What follows belongs to an exercise in optimizing a design on an open flow for small area and a short achievable clock period; a production flow would make more cautious choices.
No run shown here included a check of the RTL's function; only the layout flow was run.
No activity file was given, so power comes from the tool's default toggle rates.

==> flow/design.v <==
package poker_pkg;
    localparam int NUM_RANKS   = 13;
    localparam int NUM_SUITS   = 4;
    localparam int HOLE_CARDS  = 2;
    localparam int BOARD_CARDS = 5;
    localparam int RUN_LEN     = 5;
    localparam logic [3:0] CARD_MIN = 4'd2;
    localparam logic [3:0] CARD_MAX = 4'd14;
    localparam logic [4:0] CAT_ROYAL          = 5'd31;
    localparam logic [4:0] CAT_STRAIGHT_FLUSH = 5'd30;
    localparam logic [4:0] CAT_FOUR           = 5'd29;
    localparam logic [4:0] CAT_FULL_HOUSE     = 5'd28;
    localparam logic [4:0] CAT_FLUSH          = 5'd27;
    localparam logic [4:0] CAT_STRAIGHT       = 5'd26;
    localparam logic [4:0] CAT_THREE          = 5'd25;
    localparam logic [4:0] CAT_TWO_PAIR       = 5'd24;
    localparam logic [4:0] CAT_HIGH           = 5'd0;
    localparam logic [4:0] PAIR_BASE          = 5'd10;   
    localparam logic [3:0] HC_ROYAL          = 4'd0;
    localparam logic [3:0] HC_STRAIGHT_FLUSH = 4'd1;
    localparam logic [3:0] HC_FOUR           = 4'd2;
    localparam logic [3:0] HC_FULL_HOUSE     = 4'd3;
    localparam logic [3:0] HC_FLUSH          = 4'd4;
    localparam logic [3:0] HC_STRAIGHT       = 4'd5;
    localparam logic [3:0] HC_THREE          = 4'd6;
    localparam logic [3:0] HC_TWO_PAIR       = 4'd7;
    localparam logic [3:0] HC_PAIR           = 4'd8;
    localparam logic [3:0] HC_HIGH           = 4'd9;
endpackage
`timescale 1ns/1ns
module poker_eval_top (
    input  logic        clk,
    input  logic        rst_n,
    input  logic        in_valid,
    input  logic [11:0] hole_cards,
    input  logic [29:0] board_cards,
    output logic        out_valid,
    output logic [17:0] score
);
    function automatic logic [3:0] ge4of7(input logic [6:0] x);
        logic a1, a2, a3, a4, b1, b2, b3;
        a1 = |x[3:0];
        a2 = (x[0] | x[1]) & (x[2] | x[3]) | (x[0] & x[1]) | (x[2] & x[3]);
        a3 = (x[0] & x[1]) & (x[2] | x[3]) | (x[2] & x[3]) & (x[0] | x[1]);
        a4 = &x[3:0];
        b1 = |x[6:4];
        b2 = (x[4] & x[5]) | (x[6] & (x[4] | x[5]));
        b3 = &x[6:4];
        ge4of7 = {a4 | (a3 & b1) | (a2 & b2) | (a1 & b3),
                  a3 | b3 | (a2 & b1) | (a1 & b2),
                  a2 | b2 | (a1 & b1),
                  a1 | b1};
    endfunction
    function automatic logic [2:0] ge7of7(input logic [6:0] x);
        logic a2, a3, a4, b1, b2, b3;
        a2 = (x[0] | x[1]) & (x[2] | x[3]) | (x[0] & x[1]) | (x[2] & x[3]);
        a3 = (x[0] & x[1]) & (x[2] | x[3]) | (x[2] & x[3]) & (x[0] | x[1]);
        a4 = &x[3:0];
        b1 = |x[6:4];
        b2 = (x[4] & x[5]) | (x[6] & (x[4] | x[5]));
        b3 = &x[6:4];
        ge7of7 = {a4 & b3, (a4 & b2) | (a3 & b3), (a4 & b1) | (a3 & b2) | (a2 & b3)};
    endfunction
    logic [41:0] cards;
    logic [12:0] dh [7];                 
    logic [6:0]  sh [4];                 
    logic [3:0]  fsuit, six, sev;        
    logic [6:0]  inf;                    
    logic        flush_d, clr1_d, clr2_d;
    logic [12:0] c0_d, c1_d, c2_d;
    assign cards = {board_cards, hole_cards};
    always_comb begin
        for (int i = 0; i < 7; i++)
            for (int k = 0; k < 13; k++) dh[i][k] = (cards[6*i+2 +: 4] == 4'(k + 2));
        for (int s = 0; s < 4; s++) begin
            logic [2:0] c;
            for (int i = 0; i < 7; i++) sh[s][i] = (cards[6*i +: 2] == 2'(s));
            c = ge7of7(sh[s]);
            fsuit[s] = c[0];
            six[s]   = c[1];
            sev[s]   = c[2];
        end
        flush_d = |fsuit;
        clr1_d  = !flush_d || |six;
        clr2_d  = !flush_d || |sev;
        for (int i = 0; i < 7; i++)
            inf[i] = |(fsuit & {sh[3][i], sh[2][i], sh[1][i], sh[0][i]});
        for (int k = 0; k < 13; k++) begin
            logic [1:0] a, b, c;
            logic       fm;
            a = 2'(dh[0][k]) + 2'(dh[1][k]) + 2'(dh[2][k]);
            b = 2'(dh[3][k]) + 2'(dh[4][k]) + 2'(dh[5][k]);
            c = 2'(a[0]) + 2'(b[0]) + 2'(dh[6][k]);
            fm = 1'b0;
            for (int i = 0; i < 7; i++) fm = fm | (dh[i][k] & inf[i]);
            c0_d[k] = flush_d ? fm : c[0];
            c1_d[k] = !flush_d && (a[1] | b[1] | c[1]);
            c2_d[k] = !flush_d && ((a[1] & b[1]) | (a[1] & c[1]) | (b[1] & c[1]));
        end
    end
    logic [12:0] c0, c1, c2;
    logic        flush, clr1, clr2;
    logic        s1_valid;
    always_ff @(posedge clk) begin
        c0    <= c0_d;
        c1    <= c1_d;
        c2    <= c2_d;
        flush <= flush_d;
        clr1  <= clr1_d;
        clr2  <= clr2_d;
    end
    always_ff @(posedge clk or negedge rst_n) begin
        if (!rst_n) s1_valid <= 1'b0;
        else        s1_valid <= in_valid;
    end
    logic [12:0] m, sg, pr, tr, qd;     
    assign m  = c0 | c1;
    assign sg = c0 & ~c1;
    assign pr = c1 & ~c0 & ~c2;
    assign tr = c0 & c1;
    assign qd = c2;
    function automatic logic [12:0] top1(input logic [12:0] x);
        logic [12:0] t;
        for (int r = 0; r < 13; r++) t[r] = x[r] && !(|(x >> (r + 1)));
        top1 = t;
    endfunction
    function automatic logic [38:0] top3(input logic [12:0] x);
        logic [12:0] one, two, thr, t1, t2, t3;
        for (int r = 0; r < 13; r++) one[r] = |(x >> (r + 1));
        for (int r = 0; r < 13; r++) two[r] = |((x & one) >> (r + 1));
        for (int r = 0; r < 13; r++) thr[r] = |((x & two) >> (r + 1));
        t1 = x & ~one;
        t2 = x & one & ~two;
        t3 = x & two & ~thr;
        top3 = {t3, t2, t1};
    endfunction
    function automatic logic [3:0] enc(input logic [12:0] x);
        logic [3:0] e;
        e = '0;
        for (int r = 0; r < 13; r++) if (x[r]) e = e | 4'(r + 1);
        enc = e;
    endfunction
    logic [8:0]  win;
    logic        wheel, run_found;
    logic [12:0] run_low;
    always_comb begin
        for (int lo = 0; lo < 9; lo++) win[lo] = &m[lo +: 5];
        wheel     = &{m[12], m[3:0]};
        run_found = |win | wheel;
        run_low   = top1({4'b0, win});
    end
    logic [12:0] top5;
    always_comb begin
        logic [12:0] any_b, two_b;
        for (int k = 0; k < 13; k++) any_b[k] = |(m & ((13'd1 << k) - 13'd1));
        for (int k = 0; k < 13; k++) two_b[k] = |(m & any_b & ((13'd1 << k) - 13'd1));
        for (int k = 0; k < 13; k++)
            top5[k] = m[k] && !(clr1 && !any_b[k]) && !(clr2 && any_b[k] && !two_b[k]);
    end
    logic        any_q, any_t, any_p, h2;
    logic [12:0] p2, h, h1, hs, lw, l1, l2, l3;
    logic [3:0]  a_dec, b_dec, c_dec, d_dec;
    logic        is_four, is_fh, is_three, is_tp, is_pair;
    always_comb begin
        logic [38:0] pt, lt;
        any_q = |qd;
        any_t = |tr;
        any_p = |pr;
        pt    = top3(pr);
        p2    = pt[12:0] | pt[25:13];
        h     = any_q ? qd : (any_t ? tr : p2);
        h1    = top1(h);
        hs    = h & ~h1;
        h2    = |hs;
        is_four  = any_q;
        is_fh    = any_t && (h2 || any_p);
        is_three = any_t;
        is_tp    = h2;
        is_pair  = any_p;
        lw    = (is_fh && !any_q ? pr : m) & ~h;
        lt    = top3(lw);
        l1    = lt[12:0];
        l2    = lt[25:13];
        l3    = lt[38:26];
        a_dec = enc(h1);
        b_dec = h2 ? enc(hs) : enc(l1);
        c_dec = h2 ? enc(l1) : enc(l2);
        d_dec = enc(l3);
    end
    logic [4:0]  cat_d;
    logic [12:0] tb_d;
    always_comb begin
        if (flush) begin
            if (win[8])          begin cat_d = 5'd31; tb_d = '0; end
            else if (run_found)  begin cat_d = 5'd30; tb_d = run_low; end
            else                 begin cat_d = 5'd27; tb_d = top5; end
        end
        else if (is_four)        begin cat_d = 5'd29; tb_d = {a_dec, b_dec, 5'd0}; end
        else if (is_fh)          begin cat_d = 5'd28; tb_d = {a_dec, b_dec, 5'd0}; end
        else if (run_found)      begin cat_d = 5'd26; tb_d = run_low; end
        else if (is_three)       begin cat_d = 5'd25; tb_d = {a_dec, b_dec, c_dec, 1'b0}; end
        else if (is_tp)          begin cat_d = 5'd24; tb_d = {a_dec, b_dec, c_dec, 1'b0}; end
        else if (is_pair)        begin cat_d = 5'd10 + {1'b0, a_dec}; tb_d = {b_dec, c_dec, d_dec, 1'b0}; end
        else                     begin cat_d = 5'd0;  tb_d = top5; end
    end
    always_ff @(posedge clk or negedge rst_n) begin
        if (!rst_n) begin
            score     <= '0;
            out_valid <= 1'b0;
        end else begin
            out_valid <= s1_valid;
            if (s1_valid) score <= {cat_d, tb_d};
        end
    end
endmodule
==> flow/flow/run.sh <==
#!/bin/bash
# Standard layout, with fast port buffers and timing repair aimed below the clock period.
set -euo pipefail
export BUFFER_PORTS_ARGS="-buffer_cell sky130_fd_sc_hd__buf_2"
export SETUP_SLACK_MARGIN=6
bash standard.sh > standard.log 2>&1
==> flow/standard.sh <==
#!/bin/bash
# synth_recipe.tcl (not shown) runs the flow's synth.tcl, then flattens the netlist and writes it again
# the make line also repeats each setting of config.mk as NAME=value (left out here)
make -C /OpenROAD-flow-scripts/flow DESIGN_CONFIG=/design/flow/config.mk WORK_HOME=/design/flow/orfs CLKGATE_MAP_FILE= SYNTH_SCRIPT=/design/flow/synth_recipe.tcl "${@:-finish}"
==> flow/config.mk <==
export PLATFORM = sky130hd
export DESIGN_NAME = poker_eval_top
export DESIGN_NICKNAME = poker_eval_top
export VERILOG_FILES = /design/flow/design.v
export SDC_FILE = /design/flow/constraint.sdc
export NUM_CORES = 4
export LEC_CHECK = 0
export ABC_AREA = 1
export CAP_MARGIN = 20
export CORE_MARGIN = 2
export CORE_UTILIZATION = 40
export SLEW_MARGIN = 20
==> flow/constraint.sdc <==
create_clock -name core_clock -period 10.0 [get_ports {clk}]
set_input_delay 2.0000 -clock core_clock [delete_from_list [all_inputs] [get_ports {clk}]]
set_output_delay 2.0000 -clock core_clock [all_outputs]
set_load 0.01 [all_outputs]
==> results.toml, run 1 <==
[clocking]
clockRootBuffer = "clkbuf_16"
clock_sinks = 62
clock_latency_ps = 360
clk_path_buf_depth = 2
clkSlewWorstSetupHoldPaths_ps = 60
cts_made_buffers = 9
hold_buffers = 0
cts_max_level = 3
cts_tree = "built"

[worst_setup_path]
timing.critical_path.max_delay_family = "simple AND/OR/NAND/NOR gates"
timing.critical_path.required_ps = 10290
worst_path_largest_cell_delay_ps = 350
cp-start-kind = "flop"
cp.arrival_ps = 4500
timing_worst_setup_path_type = "flop to flop"
critical-path-slowest-cell = "dfxtp_4"
crit_path_end_kind = "flop"
cp_num_buf_inv = 4
crit_top_cell = "nand2_1"
crit_fanout = 7
critical_path_cell_count = 34
count_of_cells_along_the_worst_register_to_register_path = 34

[global_routing]
global_route_wire_length_before_repair_mm = 50.3
grt-ovfl-total = 0
antenna_found_initial = 0
grt_pass1_vias = 9747
track_usage_pct = 28.8
maximum_number_of_pins_on_one_net_before_global_route_repair = 21

[pwr]
ir_worst_vdd_mv = 0.112
power.leakage_nw = 5.51
p_per_area_mw_per_mm2 = 189

[synthesis]
post-synth-top-area-fraction_pct = 16.0
synth_adder_area_share_pct = 10.3
syn_avg_cell_area_um2 = 5.81
yosysUniqueCellTypes = 57
post_synth_and_or_nand_nor_area_fraction_pct = 43.9
most_frequently_used_flop_master_after_synthesis = "dfxtp_1"
synth_enable_flop_cells = 0
synth_top_family_by_area = "simple AND/OR/NAND/NOR gates"
synth-seq-cells = 62
asyncSetResetFlopFracSynth_pct = 32.3
synth_compound_gate_area_share_pct = 16.7
synth_top_cell_by_area = "nand2_1"
post_synth_xor_area_fraction_pct = 0
synthesis.area_mm2 = 0.00846
synth.mux.area_fraction_pct = 0
synth.area.top_cells = "nand2_1 (16%), nor2_1 (12%), inv_1 (11%)"
postSynthCellCount = 1456
synth.net_count = 1541
count_of_yosys_warnings_during_synthesis = 3
synth.yosys.seq_area_share_pct = 15.9

[sta]
final_max_slew_viol_count = 0
fmax_mhz = 237
clock-skew-final_ps = 19.3
worst_max_slew_pin_slew_ps = 561
min_period_over_period_pct = 42.1
layout_min_cycle_time_ps = 4210
final_hold_viol_count = 0
grt_setup_unrepaired = "yes"
totalNegativeSetupSlack_ps = 0
report.final.setup_viol = 0
slew_headroom_pct = 62.3

[layout]
antenna-diode-count = 0
n_fill_cell = 2061
fin_nets = 1677
post_synthesis_to_final_layout_area_growth_pct = 34.0
final_layout_size_suffix_gt1_share_pct = 30.2
layoutNonFillerInstCount = 1872

[floorplan]
chipHeight_um = 149
dieArea_mm2 = 0.0223
die_width_um = 149
fp.coreArea_mm2 = 0.0209
io_pins = 64
floorplan.initialDensity_pct = 40.5
std_cell_rows = 53

[min_path]
worst_hold_path.num_cells = 1
hold_path_class = "flop to flop"

[placement]
number_of_input_and_output_port_buffers_inserted = 63
place.gp.congestion = 0.985
dp_cells = 1774
dpl.hpwl_mm = 24.5

[run]
cap_violations = 0

[run_status]
status = "timing/DRC/antenna clean"

[drt]
routed_wl_mm = 32.7
avgViaCountPerCell = 5.47
drc = 0
final_antenna_net_count = 0
first_pass_iteration_count_of_the_detailed_router = 5
number_of_vias_after_detailed_routing = 10235
drt_first_iter_violations = 804
routed_wire_length_per_instance_um = 17.5
Yosys cell counts, types with 7 or more instances:
| master | n |
|---|---|
| a31oi_1 | 28 |
| nor4_1 | 7 |
| dfxtp_1 | 42 |
| a211oi_1 | 8 |
| nor2_1 | 270 |
| nand4_1 | 20 |
| o211ai_1 | 7 |
| a21oi_1 | 40 |
| nor3_1 | 31 |
| nand2_1 | 361 |
| inv_2 | 17 |
| nand2_2 | 21 |
| nand3_1 | 84 |
| nor2_2 | 11 |
| a22oi_1 | 9 |
| maj3_1 | 8 |
| fa_1 | 39 |
| nor2_4 | 8 |
| o221ai_1 | 19 |
| o22ai_1 | 9 |
| a221oi_1 | 17 |
| o21ai_0 | 48 |
| inv_1 | 246 |
| dfrtp_1 | 20 |
| clkbuf_1 | 17 |
cell families (layout without fill, tap and decap cells):
kind of cell,count (synthesis),count (layout)
compound gates,214,214
fa+ha+maj,48,48
buf+inv,292,431
flops,62,62
simple gates,840,842
layer usage:
metal / vias up / wire length (µm) / part of all wire [%] / track usage (%)
met2: 397 / 15800 / 48 / 50.0
met1: 4714 / 13100 / 40 / 34.3
li1: 4991 / - / - / -
met3: 133 / 1630 / 5.0 / 3.02
met4: 0 / 2190 / 6.7 / 16.8
met5: - / 0 / 0 / 0
where the power goes:
part / switching, mW / internal, mW / leakage, nW
registers: 0.0342 / 0.299 / 0.591
logic: 0.962 / 0.522 / 4.77
clock network: 0.124 / 0.199 / 0.143
total: 1.12 / 1.02 / 5.51
state kept, by name, summed over array words and instances (netlist names):
| name | count |
|---|---|
| c0 | 13 |
| c1 | 13 |
| c2 | 13 |
| clr1 | 1 |
| clr2 | 1 |
| flush | 1 |
| out_valid | 1 |
| s1_valid | 1 |
| score | 18 |
cell type report:
type / instances / area (µm²) / share of cell area (%)
Timing Repair Buffer: 141 / 1060 / 9.35
Tap cell: 275 / 344 / 3.04
Sequential cell: 62 / 1380 / 12.1
Inverter: 268 / 1070 / 9.43
Clock inverter: 4 / 47.5 / 0.419
Multi-Input combinational cell: 1104 / 7150 / 63.1
Timing Repair inverter: 6 / 38.8 / 0.342
Clock buffer: 12 / 246 / 2.17
what timing repair did:
action,CTS,global route
endpoints found under the setup margin,55,42
pin swaps,46,84
setup buffers,43,30
resized for setup,154,237
gates cloned,7,2
cell usage in the layout, fill, tap and decap left out, drive strengths merged, types with 4 or more instances in the layout:
master    Yosys  final
o2111ai       4      4
dfrtp        20     20
buf           7    140
a21oi        45     45
fa           39     39
nor4          7      7
clkbuf       17     13
o221ai       19     19
nor2        291    291
nand4        23     24
clkinvlp      0      7
nand3        94     95
nor3         31     31
inv         263    261
a31oi        28     28
nand2       384    384
o21ai        50     50
a221oi       17     17
clkinv        5      9
dfxtp        42     42
a211oi        8      8
maj3          8      8
a22oi         9      9
o211ai        7      7
o22ai         9      9
per-stage QoR:
step / utilization [%] / area (µm²) / hold WS (ps) / worst slack, ps / total power, mW
after floorplan: - / 8460 / 475 / 6010 / 1.17
after global placement: 43.3 / 9040 / 460 / 4810 / 1.48
after detailed placement: 43.3 / 9040 / 464 / 4760 / 1.48
after CTS: 49.3 / 10300 / 476 / 5870 / 1.97
after global routing: 54.3 / 11300 / 514 / 5500 / 2.29
final: 54.3 / 11300 / 471 / 5790 / 2.14
worst paths after layout:
kind                            from         to  slack, ps
hold / removal             score[13]  score[13]        470
setup reg to reg               c1[7]  score[10]       5790
max in group asynchronous      rst_n  score[13]       8090
min in group asynchronous      rst_n   score[3]       1580
hold reg to reg            score[13]  score[13]        470
setup / recovery               c1[7]  score[10]       5790
==> inputs of run 2 (changes only) <==
--- a/flow/design.v
+++ b/flow/design.v
@@ -65,27 +65,27 @@
     logic [12:0] dh [7];                 
-    logic [6:0]  sh [4];                 
-    logic [3:0]  fsuit, six, sev;        
+    logic [1:0]  fs;                     
     logic [6:0]  inf;                    
+    logic [2:0]  fcnt;                   
     logic        flush_d, clr1_d, clr2_d;
-    logic [12:0] c0_d, c1_d, c2_d;
+    logic [12:0] c0_d, c1_d, c2_d, fm_d;
     assign cards = {board_cards, hole_cards};
     always_comb begin
+        logic [6:0] b0, b1;
+        logic [3:0] g0, g1;
         for (int i = 0; i < 7; i++)
             for (int k = 0; k < 13; k++) dh[i][k] = (cards[6*i+2 +: 4] == 4'(k + 2));
-        for (int s = 0; s < 4; s++) begin
-            logic [2:0] c;
-            for (int i = 0; i < 7; i++) sh[s][i] = (cards[6*i +: 2] == 2'(s));
-            c = ge7of7(sh[s]);
-            fsuit[s] = c[0];
-            six[s]   = c[1];
-            sev[s]   = c[2];
-        end
-        flush_d = |fsuit;
-        clr1_d  = !flush_d || |six;
-        clr2_d  = !flush_d || |sev;
-        for (int i = 0; i < 7; i++)
-            inf[i] = |(fsuit & {sh[3][i], sh[2][i], sh[1][i], sh[0][i]});
+        for (int i = 0; i < 7; i++) begin
+            b0[i] = cards[6*i];
+            b1[i] = cards[6*i+1];
+        end
+        g0    = ge4of7(b0);
+        g1    = ge4of7(b1);
+        fs    = {g1[3], g0[3]};
+        for (int i = 0; i < 7; i++) inf[i] = (cards[6*i +: 2] == fs);
+        fcnt    = ge7of7(inf);
+        flush_d = fcnt[0];
+        clr1_d  = !flush_d || fcnt[1];
+        clr2_d  = !flush_d || fcnt[2];
         for (int k = 0; k < 13; k++) begin
             logic [1:0] a, b, c;
-            logic       fm;
             a = 2'(dh[0][k]) + 2'(dh[1][k]) + 2'(dh[2][k]);
@@ -93,10 +93,10 @@
             c = 2'(a[0]) + 2'(b[0]) + 2'(dh[6][k]);
-            fm = 1'b0;
-            for (int i = 0; i < 7; i++) fm = fm | (dh[i][k] & inf[i]);
-            c0_d[k] = flush_d ? fm : c[0];
-            c1_d[k] = !flush_d && (a[1] | b[1] | c[1]);
-            c2_d[k] = !flush_d && ((a[1] & b[1]) | (a[1] & c[1]) | (b[1] & c[1]));
-        end
-    end
-    logic [12:0] c0, c1, c2;
+            fm_d[k] = (dh[0][k] & inf[0]) | (dh[1][k] & inf[1]) | (dh[2][k] & inf[2]) | (dh[3][k] & inf[3]) |
+                      (dh[4][k] & inf[4]) | (dh[5][k] & inf[5]) | (dh[6][k] & inf[6]);
+            c0_d[k] = c[0];
+            c1_d[k] = a[1] | b[1] | c[1];
+            c2_d[k] = (a[1] & b[1]) | (a[1] & c[1]) | (b[1] & c[1]);
+        end
+    end
+    logic [12:0] c0, c1, c2, fm;     
     logic        flush, clr1, clr2;
@@ -107,2 +107,3 @@
         c2    <= c2_d;
+        fm    <= fm_d;
         flush <= flush_d;
@@ -116,3 +117,3 @@
     logic [12:0] m, sg, pr, tr, qd;     
-    assign m  = c0 | c1;
+    assign m  = flush ? fm : (c0 | c1);   
     assign sg = c0 & ~c1;
==> run 2 against run 1 <==
  * Die area decreased by 1.8%
  * Utilization shrank 0.48 points
  * Sequential share of layout area up 2.9 points
  * Count of clock-buffer cells in the layout did not move
  * Critical path depth rose by 1
  * Wire length grew 1.8%
  * Critical endpoint is now score[6]
  * Highest routed layer unchanged
==> results.toml, run 2 <==
[run_status]
status = "timing/DRC/antenna clean"

[drt]
first_pass_iteration_count_of_the_detailed_router = 6
final_antenna_net_count = 0
number_of_vias_after_detailed_routing = 10067
avgViaCountPerCell = 5.53
drc = 0
drt_first_iter_violations = 961
routed_wl_mm = 33.3
routed_wire_length_per_instance_um = 18.3

[clocking]
clockRootBuffer = "clkbuf_16"
cts_tree = "built"
clock_sinks = 75
clkSlewWorstSetupHoldPaths_ps = 70
hold_buffers = 0
cts_max_level = 3
cts_made_buffers = 9
clk_path_buf_depth = 2
clock_latency_ps = 350

[synthesis]
most_frequently_used_flop_master_after_synthesis = "dfxtp_1"
syn_avg_cell_area_um2 = 5.94
count_of_yosys_warnings_during_synthesis = 2
synth_common_cells = "nand2_1 (395), inv_1 (237), nor2_1 (208)"
synth.net_count = 1483
synthesis.area_mm2 = 0.00831
postSynthCellCount = 1398
synth-seq-cells = 75
asyncSetResetFlopFracSynth_pct = 26.7
synth.yosys.seq_area_share_pct = 19.3
synth.most_common_cell = "nand2_1"
yosysUniqueCellTypes = 53
synth_enable_flop_cells = 0
post-synth-top-area-fraction_pct = 17.8
synth.area.top_cells = "nand2_1 (18%), dfxtp_1 (13%), inv_1 (11%)"
synth_top_cell_by_area = "nand2_1"

[global_routing]
grt_pass1_vias = 9498
antenna_found_initial = 0
track_usage_pct = 29.6
maximum_number_of_pins_on_one_net_before_global_route_repair = 21
global_route_wire_length_before_repair_mm = 50.9
grt-ovfl-total = 0

[sta]
totalNegativeSetupSlack_ps = 0
clock-skew-final_ps = 15.6
worst_max_slew_pin_slew_ps = 1020
grt_setup_unrepaired = "yes"
layout_min_cycle_time_ps = 4410
min_period_over_period_pct = 44.1
report.final.setup_viol = 0
final_max_slew_viol_count = 0
slew_headroom_pct = 31.4
fmax_mhz = 227
final_hold_viol_count = 0

[placement]
dpl.hpwl_mm = 25.5
number_of_input_and_output_port_buffers_inserted = 63
place.gp.congestion = 0.974

[layout]
final_common_cell = "nand2_1"
final_layout_size_suffix_gt1_share_pct = 26.5
largest_register_ffs = 18
antenna-diode-count = 0
utilization_pct = 53.8
largest_register = "score"
fin_nets = 1629
leading_cell_types_in_the_layout_fill_and_taps_excluded = "nand2_1 (340), inv_1 (223), nor2_1 (184)"
post_synthesis_to_final_layout_area_growth_pct = 31.4

[floorplan]
die_width_um = 148
fp.coreArea_mm2 = 0.0203
io_pins = 64
dieArea_mm2 = 0.0219
std_cell_rows = 52
chipHeight_um = 148
floorplan.initialDensity_pct = 40.9

[worst_setup_path]
crit_fanout = 8
critical-path-slowest-cell = "dfxtp_4"
cp.arrival_ps = 4690
crit_path_end_kind = "flop"
worst_path_largest_cell_delay_ps = 360
cp-start-kind = "flop"
timing.critical_path.required_ps = 10270
timing_worst_setup_path_type = "flop to flop"

[pwr]
power.leakage_nw = 5.51
ir_worst_vdd_mv = 0.0889
p_per_area_mw_per_mm2 = 217

[min_path]
hold_path_class = "flop to flop"

[run]
cap_violations = 0
run 2: cell count changes after synthesis, moves of 8 or more:
cell and change:
inv_2 -12, o22ai_1 +14, maj3_1 -8, inv_1 -9, nand2_1 +34, dfxtp_1 +13, nor3_1 -10, xnor2_1 +8
nor2_1 -62, a221oi_1 -17
run 2: through the flow:
step / hold slack, ps / instances / total power [mW] / setup slack [ps] / instance area, µm²
2_1_floorplan: 439 / 1398 / 1.22 / 6010 / 8320
3_3_place_gp: 460 / 1707 / 1.57 / 4670 / 8860
3_5_place_dp: 467 / 1707 / 1.57 / 4630 / 8860
4_1_cts: 481 / 1792 / 2.12 / 5820 / 10200
5_1_grt: 508 / 1819 / 2.50 / 5320 / 10900
6_report: 478 / 1819 / 2.37 / 5590 / 10900
run 2: final cells by class:
cell class	instances	area (µm²)
Clock buffer	12	268
Tap cell	270	338
Timing Repair inverter	1	7.51
Clock inverter	4	32.5
Sequential cell	75	1640
Fill cell	2044	9380
Multi-Input combinational cell	1058	6600
Timing Repair Buffer	155	1100
Inverter	244	930
run 2: final timing paths:
path,slack [ps],startpoint,end,cells after the start
setup / recovery,5590,c2[11],score[6],35
hold / removal,480,score[13],score[13],2
setup reg to reg,5590,c2[11],score[6],35
hold reg to reg,480,score[13],score[13],2
max in group asynchronous,8070,rst_n,score[13],1
min in group asynchronous,1600,rst_n,score[16],1
run 2: power by group:
part	leakage (nW)	internal [mW]	switching, mW	total [mW]
sequential	0.700	0.355	0.0356	0.390
combinational	4.67	0.591	1.06	1.65
clock	0.141	0.191	0.130	0.322
total	5.51	1.14	1.23	2.37
run 2: critical path, delay by kind of cell (launching register included):
family | cells | cell delay, ps
simple gates | 29 | 3190
buf+inv | 4 | 470
flops | 1 | 360
compound gates | 2 | 310
run 2: what timing repair did:
item	CTS	global route
resized for setup	146	119
gates cloned	4	0
pin swaps	40	67
endpoints found under the setup margin	26	22
buffers inserted	65	27
run 2: per-layer routing:
metal,part of all wire (%),track usage [%],vias to the layer above
met5,0,0,-
li1,-,-,4778
met2,45,47.8,533
met1,41,38.7,4617
met3,7.5,3.71,139
met4,6.3,16.0,0
run 2: cells by family (layout without fill, tap and decap cells):
kind of cell | count (synthesis) | count (layout) | share of synthesized area, %
compound gates | 205 | 205 | 15.6
xor+xnor | 15 | 15 | 1.58
fa+ha+maj | 40 | 40 | 9.55
buf+inv | 268 | 416 | 12.3
flops | 75 | 75 | 19.3
simple gates | 795 | 798 | 41.7
==> inputs of run 3 (changes only) <==
--- a/flow/design.v
+++ b/flow/design.v
@@ -122,16 +122,13 @@
     assign qd = c2;
-    function automatic logic [12:0] top1(input logic [12:0] x);
-        logic [12:0] t;
-        for (int r = 0; r < 13; r++) t[r] = x[r] && !(|(x >> (r + 1)));
-        top1 = t;
-    endfunction
-    function automatic logic [38:0] top3(input logic [12:0] x);
-        logic [12:0] one, two, thr, t1, t2, t3;
-        for (int r = 0; r < 13; r++) one[r] = |(x >> (r + 1));
-        for (int r = 0; r < 13; r++) two[r] = |((x & one) >> (r + 1));
-        for (int r = 0; r < 13; r++) thr[r] = |((x & two) >> (r + 1));
-        t1 = x & ~one;
-        t2 = x & one & ~two;
-        t3 = x & two & ~thr;
-        top3 = {t3, t2, t1};
+    function automatic logic [3:0] hi_enc(input logic [12:0] x);
+        logic [3:0] e;
+        e = '0;
+        for (int r = 0; r < 13; r++) if (x[r]) e = 4'(r + 1);
+        hi_enc = e;
+    endfunction
+    function automatic logic [3:0] lo_enc(input logic [12:0] x);
+        logic [3:0] e;
+        e = '0;
+        for (int r = 12; r >= 0; r--) if (x[r]) e = 4'(r + 1);
+        lo_enc = e;
     endfunction
@@ -143,4 +140,11 @@
     endfunction
+    function automatic logic [38:0] above3(input logic [12:0] x);
+        logic [12:0] one, two, thr;
+        for (int r = 0; r < 13; r++) one[r] = |(x >> (r + 1));
+        for (int r = 0; r < 13; r++) two[r] = |((x & one) >> (r + 1));
+        for (int r = 0; r < 13; r++) thr[r] = |((x & two) >> (r + 1));
+        above3 = {thr, two, one};
+    endfunction
     logic [8:0]  win;
-    logic        wheel, run_found;
+    logic        run_found;
     logic [12:0] run_low;
@@ -148,5 +152,4 @@
         for (int lo = 0; lo < 9; lo++) win[lo] = &m[lo +: 5];
-        wheel     = &{m[12], m[3:0]};
-        run_found = |win | wheel;
-        run_low   = top1({4'b0, win});
+        run_found = |win | (&{m[12], m[3:0]});
+        run_low   = {4'b0, win & ~{1'b0, win[8:1]}};
     end
@@ -160,8 +163,8 @@
     end
-    logic        any_q, any_t, any_p, h2;
-    logic [12:0] p2, h, h1, hs, lw, l1, l2, l3;
-    logic [3:0]  a_dec, b_dec, c_dec, d_dec;
+    logic        any_q, any_t, any_p, two_t, two_p, h2;
+    logic [12:0] p2, h, lw, l1, l2, l3;
+    logic [3:0]  a_dec, hs_dec, b_dec, c_dec, d_dec;
     logic        is_four, is_fh, is_three, is_tp, is_pair;
     always_comb begin
-        logic [38:0] pt, lt;
+        logic [38:0] pa, la;
         any_q = |qd;
@@ -169,20 +172,25 @@
         any_p = |pr;
-        pt    = top3(pr);
-        p2    = pt[12:0] | pt[25:13];
+        pa    = above3(pr);
+        p2    = pr & ~pa[25:13];               
+        two_p = |(pr & pa[12:0]);
+        begin
+            logic [38:0] ta;
+            ta    = above3(tr);
+            two_t = |(tr & ta[12:0]);
+        end
+        is_four  = any_q;
+        is_fh    = !any_q && any_t && (two_t || any_p);
+        is_three = any_t;
+        is_tp    = two_p;
+        is_pair  = any_p;
+        h2       = any_q ? 1'b0 : (any_t ? two_t : two_p);
         h     = any_q ? qd : (any_t ? tr : p2);
-        h1    = top1(h);
-        hs    = h & ~h1;
-        h2    = |hs;
-        is_four  = any_q;
-        is_fh    = any_t && (h2 || any_p);
-        is_three = any_t;
-        is_tp    = h2;
-        is_pair  = any_p;
-        lw    = (is_fh && !any_q ? pr : m) & ~h;
-        lt    = top3(lw);
-        l1    = lt[12:0];
-        l2    = lt[25:13];
-        l3    = lt[38:26];
-        a_dec = enc(h1);
-        b_dec = h2 ? enc(hs) : enc(l1);
+        lw    = any_q ? (m & ~qd) : (is_fh ? pr : (m & ~tr & ~p2));
+        la    = above3(lw);
+        l1    = lw & ~la[12:0];
+        l2    = lw & la[12:0] & ~la[25:13];
+        l3    = lw & la[25:13] & ~la[38:26];
+        a_dec  = hi_enc(h);
+        hs_dec = lo_enc(h);
+        b_dec = h2 ? hs_dec : enc(l1);
         c_dec = h2 ? enc(l1) : enc(l2);
==> run 3 against run 2 <==
  * Critical path type is now input port to flop
  * Synthesized cell count up 3.5%
  * Highest routed layer unchanged
  * Utilization down 8.2 points
  * Count of clock-buffer cells in the layout down 3
  * Critical endpoint is now fm[11]
==> results.toml, run 3 <==
[synthesis]
yosysUniqueCellTypes = 57
synth-seq-cells = 75
synth.most_common_cell = "nand2_1"
postSynthCellCount = 1447
synth_common_cells = "nand2_1 (406), inv_1 (218), nor2_1 (202)"
post-synth-top-area-fraction_pct = 17.6
synth.yosys.seq_area_share_pct = 18.5
asyncSetResetFlopFracSynth_pct = 26.7
syn_avg_cell_area_um2 = 5.98
synth.net_count = 1532
synth.area.top_cells = "nand2_1 (18%), dfxtp_1 (13%), inv_1 (9.5%)"
most_frequently_used_flop_master_after_synthesis = "dfxtp_1"
synth_top_cell_by_area = "nand2_1"
synth_enable_flop_cells = 0
synthesis.area_mm2 = 0.00865
count_of_yosys_warnings_during_synthesis = 2

[clocking]
clock_sinks = 75
clkSlewWorstSetupHoldPaths_ps = 70
clock_latency_ps = 350
clockRootBuffer = "clkbuf_16"
cts_max_level = 3
cts_made_buffers = 9
clk_path_buf_depth = 2
cts_tree = "built"

[pwr]
total_switching_power_mw = 0.958
design_power_total_mw = 1.87
internal-power_mw = 0.909
clockPowerShare_pct = 18.1
p_per_area_mw_per_mm2 = 194
combPwrFrac_pct = 61.2
ir_worst_vdd_mv = 0.0939
p_sw_share_pct = 51.3
power.leakage_nw = 4.96
seqPwrFrac_pct = 20.7

[floorplan]
io_pins = 64
die_width_um = 151
chipHeight_um = 151
fp.coreArea_mm2 = 0.0212
dieArea_mm2 = 0.0228
std_cell_rows = 53
floorplan.initialDensity_pct = 40.9

[sta]
totalNegativeSetupSlack_ps = 0
min_period_over_period_pct = 39.0
report.final.setup_viol = 0
final_hold_viol_count = 0
grt_setup_unrepaired = "yes"
layout_min_cycle_time_ps = 3900
hold-worst-slack_ps = 477
fmax_mhz = 257
clock-skew-final_ps = 9.73
final_max_slew_viol_count = 0
worst_max_slew_pin_slew_ps = 731
slew_headroom_pct = 50.9

[min_path]
hold_path_class = "flop to flop"

[drt]
drc = 0
first_pass_iteration_count_of_the_detailed_router = 7
final_antenna_net_count = 0
drt_first_iter_violations = 742
number_of_vias_after_detailed_routing = 9519
routed_wl_mm = 30.8
routed_wire_length_per_instance_um = 17.3
avgViaCountPerCell = 5.34

[worst_setup_path]
worst_setup_slack_for_register_to_register_paths_ps = 6240
timing_worst_setup_path_type = "input port to flop"
crit_fanout = 13
regToRegStartpoint = "flush"
cp-start-kind = "input port"
worst_setup_path_startpoint = "board_cards[13]"
critical_path_capture_point = "fm[11]"
worstReg2RegEnd = "score[10]"
cp.arrival_ps = 4100
count_of_cells_along_the_worst_register_to_register_path = 21
crit_path_end_kind = "flop"
timing.critical_path.required_ps = 10200

[global_routing]
grt-ovfl-total = 0
track_usage_pct = 27.4
antenna_found_initial = 1
grt_pass1_vias = 8990
maximum_number_of_pins_on_one_net_before_global_route_repair = 38
global_route_wire_length_before_repair_mm = 47.8

[layout]
largest_register_ffs = 18
post_synthesis_to_final_layout_area_growth_pct = 11.4
final_layout_size_suffix_gt1_share_pct = 14.0
n_fill_cell = 2271
antenna-diode-count = 0
leading_cell_types_in_the_layout_fill_and_taps_excluded = "nand2_1 (396), inv_1 (217), nor2_1 (201)"
largest_register = "score"
final_common_cell = "nand2_1"
fin_nets = 1588

[placement]
number_of_input_and_output_port_buffers_inserted = 63
dpl.hpwl_mm = 25.8
place.gp.congestion = 0.997

[run]
cap_violations = 0

[run_status]
status = "timing/DRC/antenna clean"
## run 3: final cells by class
| class | instances | area [µm²] | area share (%) |
|---|---|---|---|
| Clock buffer | 9 | 225 | 2.34 |
| Clock inverter | 7 | 81.3 | 0.844 |
| Inverter | 241 | 916 | 9.50 |
| Multi-Input combinational cell | 1105 | 6100 | 63.3 |
| Sequential cell | 75 | 1600 | 16.6 |
| Tap cell | 275 | 344 | 3.57 |
| Timing Repair Buffer | 70 | 368 | 3.82 |
| Timing Repair inverter | 1 | 5.00 | 0.0519 |
## run 3: layer usage
metal / track usage (%) / part of all wire (%) / vias to the layer above
met5: 0 / 0 / -
met4: 16.4 / 6.0 / 0
met3: 2.53 / 5.3 / 92
met2: 46.4 / 46 / 412
met1: 33.8 / 43 / 4281
li1: - / - / 4734
## run 3: cells by family after synthesis
group	count (synthesis)	synth area share (%)
AND/OR/NAND/NOR	847	44.3
buffers and inverters	267	12.2
XOR/XNOR	14	1.42
flip-flops	75	18.5
adder cells (fa/ha/maj)	40	9.17
AO/OA/AOI/OAI	204	14.4
## run 3: repair_timing
item,CTS,global route
setup buffers,1,2
hold endpoints to repair,0,0
setup endpoints to repair,27,23
hold buffers,0,0
cloned,1,0
resized for setup,10,15
pin swaps,1,4
## run 3: through the flow
step,cell area (µm²),setup WS (ps),utilization (%),cells
detailed placement,9210,5420,43.5,1763
CTS,9560,6000,45.2,1781
global placement,9210,5420,43.5,1763
global route,9640,5930,45.6,1783
floorplan,8670,6010,-,1447
finish,9640,6100,45.6,1783
## run 3: critical path, stage by stage
cell	delay [ps]
buf_2	120
o311ai_0	390
o2111ai_2	180
buf_4	200
xnor2_1	140
nand2_2	270
inv_1	140
nand3_1	130
o221ai_1	190
nor3_1	180
o221ai_1	160
## run 3: worst min-delay path by stage
stage	cells after the start	slack, ps	start	to
2_1_floorplan	0	390	s1_valid	out_valid
3_3_place_gp	2	460	score[13]	score[13]
3_5_place_dp	2	460	score[10]	score[10]
4_1_cts	2	480	score[10]	score[10]
5_1_grt	2	520	score[10]	score[10]
6_report	2	480	score[10]	score[10]
## run 3: power groups by stage
| stage | Sequential (mW) | Combinational, mW | Clock, mW |
|---|---|---|---|
| finish | 0.386 | 1.14 | 0.338 |
| global route | 0.394 | 1.27 | 0.358 |
| CTS | 0.386 | 1.12 | 0.345 |
| detailed placement | 0.392 | 1.11 | 0 |
| global placement | 0.392 | 1.12 | 0 |
| floorplan | 0.401 | 0.796 | 0 |
==> inputs of run 4 (changes only) <==
--- a/flow/flow/run.sh
+++ b/flow/flow/run.sh
@@ -4,3 +4,3 @@
 export BUFFER_PORTS_ARGS="-buffer_cell sky130_fd_sc_hd__buf_2"
-export SETUP_SLACK_MARGIN=6
+export SETUP_SLACK_MARGIN=6.5
 bash standard.sh > standard.log 2>&1
==> run 4 against run 3 <==
  * Still clean
  * Final cell count grew 5.8%
  * Utilization grew 11 points
  * Setup slack gained 270 ps
  * Combinational power grew 36%
  * Clock power shrank 7.1%
  * Wire length grew 18%
  * Count of clock-buffer cells in the layout is the same
  * Sequential cell count is the same
  * First-iteration DRC count grew 14%
  * Synthesized cell count is the same
  * Critical endpoint is now fm[1]
==> results.toml, run 4 <==
[sta]
worst_max_slew_pin_slew_ps = 715
slew_headroom_pct = 52.3
worst_slack_ps = 6380
clock-skew-final_ps = 11.6
fmax_mhz = 276
final_hold_viol_count = 0
min_period_over_period_pct = 36.2
layout_min_cycle_time_ps = 3620
final_max_slew_viol_count = 0
grt_setup_unrepaired = "yes"
hold-worst-slack_ps = 467
totalNegativeSetupSlack_ps = 0
report.final.setup_viol = 0

[clocking]
cts_tree = "built"
clock_sinks = 75
cts_max_level = 3
hold_buffers = 0
cts_made_buffers = 9
clk_path_buf_depth = 2
clock_latency_ps = 350
clockRootBuffer = "clkbuf_16"
clkSlewWorstSetupHoldPaths_ps = 70

[layout]
n_fill_cell = 2034
leading_cell_types_in_the_layout_fill_and_taps_excluded = "nand2_1 (355), inv_1 (199), nor2_1 (152)"
fin_nets = 1692
post_synthesis_to_final_layout_area_growth_pct = 37.3
largest_register_ffs = 18
largest_register = "score"
final_layout_size_suffix_gt1_share_pct = 30.8
antenna-diode-count = 0
final_common_cell = "nand2_1"

[run_status]
status = "timing/DRC/antenna clean"

[placement]
pre_cts_setup_slack_ps = 5690
place.gp.congestion = 1.01
dpl.hpwl_mm = 27.2
number_of_input_and_output_port_buffers_inserted = 63

[drt]
routed_wl_mm = 36.5
final_antenna_net_count = 0
drc = 0
drt_first_iter_violations = 848
number_of_vias_after_detailed_routing = 10322
first_pass_iteration_count_of_the_detailed_router = 7
routed_wire_length_per_instance_um = 19.3
avgViaCountPerCell = 5.47

[synthesis]
synth.net_count = 1532
synth_top_cell_by_area = "nand2_1"
synth-seq-cells = 75
synth_enable_flop_cells = 0
yosysUniqueCellTypes = 57
syn_avg_cell_area_um2 = 5.98
synth.area.top_cells = "nand2_1 (18%), dfxtp_1 (13%), inv_1 (9.5%)"
synth.most_common_cell = "nand2_1"
count_of_yosys_warnings_during_synthesis = 2
asyncSetResetFlopFracSynth_pct = 26.7
postSynthCellCount = 1447
synth_common_cells = "nand2_1 (406), inv_1 (218), nor2_1 (202)"
post-synth-top-area-fraction_pct = 17.6
synth.yosys.seq_area_share_pct = 18.5
most_frequently_used_flop_master_after_synthesis = "dfxtp_1"
synthesis.area_mm2 = 0.00865

[min_path]
hold_path.startpoint = "score[1]"
hold_path_class = "flop to flop"

[floorplan]
die_width_um = 151
chipHeight_um = 151
std_cell_rows = 53
floorplan.initialDensity_pct = 40.9
fp.coreArea_mm2 = 0.0212
io_pins = 64
dieArea_mm2 = 0.0228

[worst_setup_path]
crit_fanout = 8
cp.arrival_ps = 3840
timing_worst_setup_path_type = "input port to flop"
timing.critical_path.required_ps = 10220
crit_path_end_kind = "flop"
worst_setup_path_startpoint = "hole_cards[7]"
cp-start-kind = "input port"
regToRegStartpoint = "c2[2]"

[global_routing]
track_usage_pct = 30.4
antenna_found_initial = 0
maximum_number_of_pins_on_one_net_before_global_route_repair = 38
global_route_wire_length_before_repair_mm = 52.3
grt-ovfl-total = 0
grt_pass1_vias = 9503

[pwr]
ir_worst_vdd_mv = 0.0767
design_power_total_mw = 2.25
p_per_area_mw_per_mm2 = 190
power.leakage_nw = 5.80

[run]
cap_violations = 0
==> run 4: worst max-delay path, stage by stage <==
cell and delay, ps:
buf_6 120, nor2_4 140, nand2_1 60, nand4_1 140, o2111ai_4 200, buf_6 190
xnor2_4 140, nand2_4 120, buf_12 130, o22ai_2 60, or4_1 530
==> run 4: stage by stage <==
stage          std cells  instance area (µm²)  util [%]
2_1_floorplan       1447                 8830         -
3_3_place_gp        1763                 9320      44.1
3_5_place_dp        1763                 9320      44.1
4_1_cts             1829                10500      49.6
5_1_grt             1887                11900      56.2
6_report            1887                11900      56.2
==> run 4: kinds of logic (layout without fill, tap and decap cells) <==
group,after synthesis,after routing,synth area share [%]
compound gates,204,204,14.4
flops,75,75,18.5
buf+inv,267,427,12.2
fa+ha+maj,40,40,9.17
xor+xnor,14,14,1.42
simple gates,847,852,44.3
==> run 4: timing repair <==
action / 4_1_cts / 5_1_grt
gates resized for setup: 123 / 228
setup endpoints to repair: 50 / 54
buffers inserted: 47 / 54
pin swaps: 38 / 79
gates cloned: 3 / 4
==> run 4: cell type report <==
cell class              instances  area, µm²  area share [%]
repair buffers                168       1350            11.4
clock buffers                   9        225            1.90
inverters                     241        947            7.97
repair inverters                2       16.3           0.137
clock inverters                 7       58.8           0.495
multi-input cells            1110       7310            61.5
flip-flops and latches         75       1630            13.7
well taps                     275        344            2.90
==> run 4: worst paths after layout <==
check	end	slack, ps	cells after the start
setup / recovery	fm[1]	6380	11
hold / removal	score[1]	470	2
setup reg to reg	score[3]	6500	24
hold reg to reg	score[1]	470	2
max in group asynchronous	score[3]	8100	1
min in group asynchronous	score[12]	1590	1
==> run 4: power breakdown <==
| group | switching [mW] | internal, mW |
|---|---|---|
| Sequential | 0.0373 | 0.355 |
| Combinational | 0.982 | 0.565 |
| Clock | 0.142 | 0.172 |
| Total | 1.16 | 1.09 |
==> run 4: metal layers <==
layer	global-route usage, %	share of wire [%]	vias to the layer above
met5	0	0	-
met4	18.6	7.0	0
met3	3.52	4.9	146
met2	52.4	49	435
met1	36.1	39	4780
li1	-	-	4961
==> inputs of run 5 (changes only) <==
--- a/flow/flow/run.sh
+++ b/flow/flow/run.sh
@@ -4,3 +4,3 @@
 export BUFFER_PORTS_ARGS="-buffer_cell sky130_fd_sc_hd__buf_2"
-export SETUP_SLACK_MARGIN=6.5
+export SETUP_SLACK_MARGIN=6
 bash standard.sh > standard.log 2>&1
--- a/flow/config.mk
+++ b/flow/config.mk
@@ -10,3 +10,3 @@
 export CORE_MARGIN = 2
-export CORE_UTILIZATION = 40
+export CORE_UTILIZATION = 60
 export SLEW_MARGIN = 20
==> run 5 against run 4 <==
  * Sequential power decreased by 2%
  * Hold slack gained 6.5 ps
  * Wire length fell by 14%
  * Critical path type unchanged
  * Highest routed layer unchanged
==> results.toml, run 5 <==
[global_routing]
global_route_wire_length_before_repair_mm = 46.8
antenna_found_initial = 0
track_usage_pct = 40.4
grt-ovfl-total = 0
grt_pass1_vias = 9045
maximum_number_of_pins_on_one_net_before_global_route_repair = 38

[synthesis]
synthesis.area_mm2 = 0.00865
synth_enable_flop_cells = 0
post-synth-top-area-fraction_pct = 17.6
syn_avg_cell_area_um2 = 5.98
synth.yosys.seq_area_share_pct = 18.5
synth.most_common_cell = "nand2_1"
synth-seq-cells = 75
synth.net_count = 1532
asyncSetResetFlopFracSynth_pct = 26.7
postSynthCellCount = 1447
synth_top_cell_by_area = "nand2_1"
most_frequently_used_flop_master_after_synthesis = "dfxtp_1"
yosysUniqueCellTypes = 57
synth.area.top_cells = "nand2_1 (18%), dfxtp_1 (13%), inv_1 (9.5%)"
count_of_yosys_warnings_during_synthesis = 2
synth_common_cells = "nand2_1 (406), inv_1 (218), nor2_1 (202)"

[sta]
min_period_over_period_pct = 38.3
clock-skew-final_ps = 7.29
grt_setup_unrepaired = "yes"
layout_min_cycle_time_ps = 3830
hold-worst-slack_ps = 474
slew_headroom_pct = 33.9
final_hold_viol_count = 0
totalNegativeSetupSlack_ps = 0
fmax_mhz = 261
final_max_slew_viol_count = 0
worst_max_slew_pin_slew_ps = 987
report.final.setup_viol = 0

[floorplan]
fp.coreArea_mm2 = 0.0140
io_pins = 64
chipHeight_um = 124
dieArea_mm2 = 0.0154
floorplan.initialDensity_pct = 61.8
die_width_um = 124
std_cell_rows = 43

[drt]
wl_met2_mm = 13.6
number_of_vias_after_detailed_routing = 10100
drt_first_iter_violations = 1422
met3_length_mm = 3.59
first_pass_iteration_count_of_the_detailed_router = 6
wl_met1_mm = 12.2
routed_wire_length_per_instance_um = 18.4
routed_wl_mm = 31.3
final_antenna_net_count = 0
avgViaCountPerCell = 5.94
top_layer = "met4"
drc = 0

[min_path]
hold_path_class = "flop to flop"

[worst_setup_path]
timing.critical_path.cells = "buf_2, inv_1, nor2_1, nand3_1, fa_1, fa_1, o21ai_0"
cp-start-kind = "input port"
timing.critical_path.required_ps = 10220
timing_worst_setup_path_type = "input port to flop"
crit_fanout = 5
crit_path_end_kind = "flop"
cp.arrival_ps = 4050
worst_path_largest_cell_delay_ps = 580
crit_top_cell = "fa_1"
critical-path-slowest-cell = "fa_1"

[layout]
largest_register = "score"
final_common_cell = "nand2_1"
largest_register_ffs = 18
fin_area_mm2 = 0.00964
antenna-diode-count = 0
post_synthesis_to_final_layout_area_growth_pct = 11.4
utilization_pct = 68.9
final_layout_size_suffix_gt1_share_pct = 15.1
fin_nets = 1600
leading_cell_types_in_the_layout_fill_and_taps_excluded = "nand2_1 (395), inv_1 (216), nor2_1 (201)"

[placement]
dpl.hpwl_mm = 25.2
detailed_place.area_mm2 = 0.00907
number_of_input_and_output_port_buffers_inserted = 63
place.gp.congestion = 1.08

[pwr]
design_power_total_mw = 1.91
power.leakage_nw = 5.04
ir_worst_vdd_mv = 0.110
p_per_area_mw_per_mm2 = 198

[clocking]
clock_latency_ps = 340
clkSlewWorstSetupHoldPaths_ps = 60
clockRootBuffer = "clkbuf_16"
clock_sinks = 75
cts_tree = "built"
clk_path_buf_depth = 2
cts_made_buffers = 9
cts_max_level = 3

[run_status]
status = "timing/DRC/antenna clean"

[run]
cap_violations = 0
run 5: worst max-delay path: cells and delay by family:
| family | cells | cell delay (ps) |
|---|---|---|
| buffers and inverters | 2 | 150 |
| AND/OR/NAND/NOR | 2 | 540 |
| adder cells (fa/ha/maj) | 2 | 1030 |
| AO/OA/AOI/OAI | 1 | 320 |
run 5: cell families after synthesis:
kind of cell	count (synthesis)	synth area share, %
flip-flops	75	18.5
AND/OR/NAND/NOR	847	44.3
buffers and inverters	267	12.2
AO/OA/AOI/OAI	204	14.4
XOR/XNOR	14	1.42
adder cells (fa/ha/maj)	40	9.17
run 5: area by class of cell:
cell class | instances | area (µm²)
clock inverters | 7 | 63.8
clock buffers | 9 | 225
flip-flops and latches | 75 | 1600
multi-input cells | 1105 | 6130
repair inverters | 1 | 5.00
well taps | 180 | 225
inverters | 241 | 916
repair buffers | 82 | 470
fillers | 1321 | 4350
run 5: what timing repair did:
item / 4_1_cts / 5_1_grt
buffers inserted: 1 / 16
gates cloned: 0 / 1
pin swaps: 1 / 7
resized for setup: 7 / 27
hold buffers: 0 / 0
endpoints found under the setup margin: 16 / 27
run 5: final timing paths:
kind                               startpoint        end  slack (ps)  cells after the start
worst max-delay path            hole_cards[3]      c2[0]        6170                      7
worst min-delay path                score[13]  score[13]         470                      2
worst max register to register          flush  score[10]        6210                     23
worst min register to register      score[13]  score[13]         470                      2
max in group asynchronous               rst_n   score[0]        8090                      1
min in group asynchronous               rst_n  score[17]        1600                      1
run 5: where the power goes:
group | leakage, nW | switching, mW | total, mW | internal (mW)
combinational | 4.21 | 0.823 | 1.20 | 0.377
sequential | 0.689 | 0.0326 | 0.386 | 0.354
clock | 0.145 | 0.144 | 0.319 | 0.175
run 5: through the flow:
stage | setup slack [ps] | instances
after global routing | 5870 | 1700
after detailed placement | 5470 | 1666
final | 6170 | 1700
after global placement | 5640 | 1666
after floorplan | 6010 | 1447
after CTS | 6120 | 1683
run 5: per-layer routing:
metal  vias to the layer above  track usage (%)
met5                         -                0
met4                         0             24.6
met3                       110             7.92
met2                       647             61.9
met1                      4566             52.6
li1                       4777                -
==> inputs of run 6 (changes only) <==
--- a/flow/design.v
+++ b/flow/design.v
@@ -63,2 +63,10 @@
     endfunction
+    function automatic logic [12:0] rank_hot(input logic [3:0] n);
+        logic [12:0] h;
+        for (int k = 0; k < 13; k++) h[k] = (n == 4'(k + 2));
+        h[0]  = !n[3] && !n[2] && !n[0];
+        h[1]  = !n[3] && !n[2] && n[0];
+        h[12] = n[3] && n[2] && n[1];
+        rank_hot = h;
+    endfunction
     logic [41:0] cards;
@@ -75,3 +83,3 @@
         for (int i = 0; i < 7; i++)
-            for (int k = 0; k < 13; k++) dh[i][k] = (cards[6*i+2 +: 4] == 4'(k + 2));
+            dh[i] = rank_hot(cards[6*i+2 +: 4]);
         for (int i = 0; i < 7; i++) begin
@@ -163,8 +171,17 @@
     end
-    logic        any_q, any_t, any_p, two_t, two_p, h2;
-    logic [12:0] p2, h, lw, l1, l2, l3;
-    logic [3:0]  a_dec, hs_dec, b_dec, c_dec, d_dec;
+    function automatic logic [3:0] xor_enc(input logic [12:0] x);
+        logic [3:0] e;
+        for (int b = 0; b < 4; b++) begin
+            logic [12:0] sel;
+            for (int r = 0; r < 13; r++) sel[r] = ((r + 1) >> b) & 1;
+            e[b] = ^(x & sel);
+        end
+        xor_enc = e;
+    endfunction
+    logic        any_q, any_t, any_p, two_t, two_p, three_p;
+    logic [3:0]  q_e, t_hi, t_lo, p_hi, p_lo, p_mid, k4, s1, s2, s3, tp_c;
+    logic [3:0]  a_dec, b_dec, c_dec, d_dec;
     logic        is_four, is_fh, is_three, is_tp, is_pair;
     always_comb begin
-        logic [38:0] pa, la;
+        logic [38:0] sa, pa;
         any_q = |qd;
@@ -172,10 +189,18 @@
         any_p = |pr;
+        q_e   = enc(qd);
+        t_hi  = hi_enc(tr);
+        t_lo  = lo_enc(tr);
+        p_hi  = hi_enc(pr);
+        p_lo  = lo_enc(pr);
+        p_mid = xor_enc(pr) ^ p_hi ^ p_lo;
+        k4    = hi_enc(m & ~qd);
+        two_t   = (t_hi != t_lo);
+        two_p   = (p_hi != p_lo);
+        three_p = (p_mid != 4'd0);
+        sa    = above3(sg);
+        s1    = enc(sg & ~sa[12:0]);
+        s2    = enc(sg & sa[12:0] & ~sa[25:13]);
+        s3    = enc(sg & sa[25:13] & ~sa[38:26]);
         pa    = above3(pr);
-        p2    = pr & ~pa[25:13];               
-        two_p = |(pr & pa[12:0]);
-        begin
-            logic [38:0] ta;
-            ta    = above3(tr);
-            two_t = |(tr & ta[12:0]);
-        end
+        tp_c  = hi_enc(sg | (pr & pa[25:13]));
         is_four  = any_q;
@@ -185,14 +210,2 @@
         is_pair  = any_p;
-        h2       = any_q ? 1'b0 : (any_t ? two_t : two_p);
-        h     = any_q ? qd : (any_t ? tr : p2);
-        lw    = any_q ? (m & ~qd) : (is_fh ? pr : (m & ~tr & ~p2));
-        la    = above3(lw);
-        l1    = lw & ~la[12:0];
-        l2    = lw & la[12:0] & ~la[25:13];
-        l3    = lw & la[25:13] & ~la[38:26];
-        a_dec  = hi_enc(h);
-        hs_dec = lo_enc(h);
-        b_dec = h2 ? hs_dec : enc(l1);
-        c_dec = h2 ? enc(l1) : enc(l2);
-        d_dec = enc(l3);
     end
@@ -201,14 +214,25 @@
     always_comb begin
-        if (flush) begin
-            if (win[8])          begin cat_d = 5'd31; tb_d = '0; end
-            else if (run_found)  begin cat_d = 5'd30; tb_d = run_low; end
-            else                 begin cat_d = 5'd27; tb_d = top5; end
-        end
-        else if (is_four)        begin cat_d = 5'd29; tb_d = {a_dec, b_dec, 5'd0}; end
-        else if (is_fh)          begin cat_d = 5'd28; tb_d = {a_dec, b_dec, 5'd0}; end
-        else if (run_found)      begin cat_d = 5'd26; tb_d = run_low; end
-        else if (is_three)       begin cat_d = 5'd25; tb_d = {a_dec, b_dec, c_dec, 1'b0}; end
-        else if (is_tp)          begin cat_d = 5'd24; tb_d = {a_dec, b_dec, c_dec, 1'b0}; end
-        else if (is_pair)        begin cat_d = 5'd10 + {1'b0, a_dec}; tb_d = {b_dec, c_dec, d_dec, 1'b0}; end
-        else                     begin cat_d = 5'd0;  tb_d = top5; end
+        logic nf, s_roy, s_sf, s_fl, s_four, s_fh, s_st, s_three, s_tp, s_pair, s_hi;
+        nf      = !flush;
+        s_roy   = flush && win[8];
+        s_sf    = flush && run_found && !win[8];
+        s_fl    = flush && !run_found;
+        s_four  = nf && is_four;
+        s_fh    = nf && is_fh;
+        s_st    = nf && !is_four && !is_fh && run_found;
+        s_three = nf && !is_four && !is_fh && !run_found && is_three;
+        s_tp    = nf && !run_found && !any_t && is_tp;
+        s_pair  = nf && !any_q && !run_found && !any_t && !two_p && any_p;
+        s_hi    = nf && !run_found && !any_t && !any_p && !any_q;
+        cat_d = ({5{s_roy}}   & 5'd31) | ({5{s_sf}}  & 5'd30) | ({5{s_four}} & 5'd29) |
+                ({5{s_fh}}    & 5'd28) | ({5{s_fl}}  & 5'd27) | ({5{s_st}}   & 5'd26) |
+                ({5{s_three}} & 5'd25) | ({5{s_tp}}  & 5'd24) |
+                ({5{s_pair}}  & (5'd10 + {1'b0, p_hi}));
+        tb_d  = ({13{s_sf | s_st}}  & run_low) |
+                ({13{s_fl | s_hi}}  & top5) |
+                ({13{s_four}}       & {q_e, k4, 5'd0}) |
+                ({13{s_fh}}         & {t_hi, two_t ? t_lo : p_hi, 5'd0}) |
+                ({13{s_three}}      & {t_hi, s1, s2, 1'b0}) |
+                ({13{s_tp}}         & {p_hi, three_p ? p_mid : p_lo, tp_c, 1'b0}) |
+                ({13{s_pair}}       & {s1, s2, s3, 1'b0});
     end
--- a/flow/config.mk
+++ b/flow/config.mk
@@ -10,3 +10,3 @@
 export CORE_MARGIN = 2
-export CORE_UTILIZATION = 60
+export CORE_UTILIZATION = 40
 export SLEW_MARGIN = 20
==> run 6 against run 5 <==
  * Still clean
  * Hold slack improved by 14 ps
  * Sequential share of layout area increased by 0.93 points
  * Register-to-register slack improved by 290 ps
  * Setup slack got worse by 10 ps
  * Final cell count decreased by 2.6%
  * Largest cell class unchanged
==> results.toml, run 6 <==
[floorplan]
floorplan.initialDensity_pct = 40.8
std_cell_rows = 52
io_pins = 64
fp.coreArea_mm2 = 0.0202
die_width_um = 147
dieArea_mm2 = 0.0217
chipHeight_um = 147

[synthesis]
post-synth-top-area-fraction_pct = 16.3
most_frequently_used_flop_master_after_synthesis = "dfxtp_1"
synth.most_common_cell = "nand2_1"
postSynthCellCount = 1321
synth-seq-cells = 75
synth.net_count = 1416
synth_enable_flop_cells = 0
synthesis.area_mm2 = 0.00822
synth_top_cell_by_area = "nand2_1"
yosysUniqueCellTypes = 57
asyncSetResetFlopFracSynth_pct = 26.7
synth_common_cells = "nand2_1 (358), inv_1 (185), nor2_1 (177)"
synth.yosys.seq_area_share_pct = 19.5
syn_avg_cell_area_um2 = 6.22
synth.area.top_cells = "nand2_1 (16%), dfxtp_1 (13%), fa_1 (9.5%)"
count_of_yosys_warnings_during_synthesis = 2

[global_routing]
maximum_number_of_pins_on_one_net_before_global_route_repair = 32
track_usage_pct = 27.6
antenna_found_initial = 0
global_route_wire_length_before_repair_mm = 46.3
grt-ovfl-total = 0
grt_pass1_vias = 8555

[sta]
report.final.setup_viol = 0
clock-skew-final_ps = 14.3
min_period_over_period_pct = 38.4
slew_headroom_pct = 48.3
worst_max_slew_pin_slew_ps = 772
final_max_slew_viol_count = 0
layout_min_cycle_time_ps = 3840
worst_slack_ps = 6160
final_hold_viol_count = 0
grt_setup_unrepaired = "yes"
fmax_mhz = 261
totalNegativeSetupSlack_ps = 0
hold-worst-slack_ps = 487

[layout]
layoutNonFillerInstCount = 1655
fin_area_mm2 = 0.00913
final_layout_size_suffix_gt1_share_pct = 12.1
largest_register = "score"
antenna-diode-count = 0
final_common_cell = "nand2_1"
largest_register_ffs = 18
post_synthesis_to_final_layout_area_growth_pct = 11.0
leading_cell_types_in_the_layout_fill_and_taps_excluded = "nand2_1 (351), inv_1 (185), nor2_1 (177)"
fin_nets = 1475
utilization_pct = 45.3

[pwr]
design_power_total_mw = 1.61
ir_worst_vdd_mv = 0.0733
clockPowerShare_pct = 19.4
total_switching_power_mw = 0.801
power.leakage_nw = 4.45
p_per_area_mw_per_mm2 = 177
internal-power_mw = 0.813
p_sw_share_pct = 49.6
seqPwrFrac_pct = 24.1
combPwrFrac_pct = 56.6

[worst_setup_path]
worstReg2RegEnd = "score[7]"
critical-path-slowest-cell = "or4_1"
regToRegStartpoint = "c2[10]"
worst_setup_slack_for_register_to_register_paths_ps = 6500
timing.critical_path.cells = "buf_2, nand2_1, nand2_1, o21ai_0, o2111ai_4, xnor2_1, nand2_2, o22ai_1, or4_1"
cp-start-kind = "input port"
worst_path_largest_cell_delay_ps = 520
timing.critical_path.required_ps = 10210
crit_top_cell = "nand2_1"
crit_fanout = 15
cp.arrival_ps = 4050
count_of_cells_along_the_worst_register_to_register_path = 17
timing_worst_setup_path_type = "input port to flop"
crit_path_end_kind = "flop"

[clocking]
clkSlewWorstSetupHoldPaths_ps = 60
clock_sinks = 75
cts_made_buffers = 9
post_cts_setup_buffers = 0
clk_path_buf_depth = 2
clockRootBuffer = "clkbuf_16"
clock_latency_ps = 350
cts_max_level = 3
cts_tree = "built"

[drt]
drc = 0
number_of_vias_after_detailed_routing = 8903
avgViaCountPerCell = 5.38
routed_wl_mm = 29.6
routed_wire_length_per_instance_um = 17.9
drt_first_iter_violations = 692
final_antenna_net_count = 0
first_pass_iteration_count_of_the_detailed_router = 5

[placement]
number_of_input_and_output_port_buffers_inserted = 63
detailed_place.area_mm2 = 0.00878
dp_cells = 1639
dpl.hpwl_mm = 24.9
place.gp.congestion = 0.965
pre_cts_setup_slack_ps = 5610

[min_path]
worst_hold_path.num_cells = 2
hold_path_class = "flop to flop"
hold_path.startpoint = "score[15]"
hold_end = "score[15]"

[run_status]
status = "timing/DRC/antenna clean"

[run]
cap_violations = 0
-- run 6: changes by cell type in the layout (fill, tap and decap cells not counted), moves of 8 or more --
cell,before,now
nand2_1,395,351
inv_1,216,185
nor2_1,201,177
buf_4,18,2
nand2_2,25,9
xor2_1,5,17
ha_1,1,11
nand3_1,110,100
nand3_2,16,7
xnor2_1,6,15
inv_2,21,13
o221ai_1,18,10
-- run 6: worst max-delay path, delay by kind of cell --
| family | cells | cell delay (ps) |
|---|---|---|
| simple gates | 4 | 1010 |
| compound gates | 3 | 700 |
| buf+inv | 1 | 110 |
| xor+xnor | 1 | 210 |
-- run 6: metal layers --
layer	share of wire [%]	up-vias	GRT usage [%]
li1	-	4423	-
met2	48	320	47.1
met3	4.9	87	2.98
met5	0	-	0
met4	4.4	0	12.5
met1	43	4073	35.1
-- run 6: cell type report --
class	count	area [µm²]
fill	2184	11000
multi-input combinational	1030	5820
sequential	75	1600
inverter	199	754
tap	270	338
timing repair buffer	65	330
clock buffer	11	243
clock inverter	5	37.5
-- run 6: power by group through the flow --
stage | logic (mW) | clock network (mW) | registers (mW)
final | 0.913 | 0.313 | 0.388
after global routing | 1.02 | 0.328 | 0.396
after CTS | 0.893 | 0.314 | 0.388
after detailed placement | 0.889 | 0 | 0.394
after global placement | 0.884 | 0 | 0.394
after floorplan | 0.624 | 0 | 0.404
-- run 6: cells by family after synthesis --
| kind of cell | after synthesis | share of synthesized area, % |
|---|---|---|
| buf+inv | 216 | 10.5 |
| xor+xnor | 32 | 3.41 |
| compound gates | 209 | 16.2 |
| flops | 75 | 19.5 |
| simple gates | 739 | 39.2 |
| fa+ha+maj | 50 | 11.2 |
-- run 6: worst max path at each step --
stage	start	cells after the start	end
final	hole_cards[7]	9	fm[0]
after global routing	board_cards[1]	13	clr1
after CTS	hole_cards[1]	9	fm[0]
after detailed placement	hole_cards[1]	9	fm[8]
after global placement	hole_cards[1]	9	fm[11]
after floorplan	board_cards[1]	9	fm[1]
-- run 6: timing repair --
item                                   4_1_cts  5_1_grt
gates cloned                                 0        0
resized for setup                            2       13
hold buffers                                 0        0
endpoints found under the hold margin        0        0
setup endpoints to repair                    3       16
pin swaps                                    0        1

static timing again, ports no longer ideal:
The flow's constraints put no driver on any port. The routed layouts listed below were extracted and timed again, unchanged, in two steps. Step 1, drivers: a clkbuf_16 drives clk and a buf_2 each remaining input, both assumed. Step 2 times the ports against the registers' clock, not the clock port: input delays grow and output delays shrink by t, the midpoint of the rising clock arrivals with the driver on. Slacks: ideal ports / drivers / drivers and shift; pairs: ideal ports / drivers.
run | t (ns) | setup WS [ns] | worst hold slack (ns) | clock arrival spread, ns
run 1 | 0.390 | 5.789 / 5.789 / 5.626 | 0.471 / 0.471 / 0.471 | 0.019 / 0.019
run 2 | 0.381 | 5.589 / 5.589 / 5.589 | 0.478 / 0.478 / 0.478 | 0.016 / 0.016
run 3 | 0.389 | 6.102 / 6.121 / 5.732 | 0.477 / 0.477 / 0.477 | 0.010 / 0.010
run 4 | 0.388 | 6.375 / 6.382 / 5.994 | 0.467 / 0.467 / 0.467 | 0.012 / 0.011
run 5 | 0.381 | 6.171 / 6.193 / 5.812 | 0.474 / 0.474 / 0.474 | 0.008 / 0.009
run 6 | 0.389 | 6.161 / 6.191 / 5.802 | 0.487 / 0.487 / 0.487 | 0.016 / 0.016
After both steps every run listed still meets setup and hold. For run 4, which loses most, drivers alone change the setup slack by +0.007 ns; drivers and shift together by -0.381 ns.
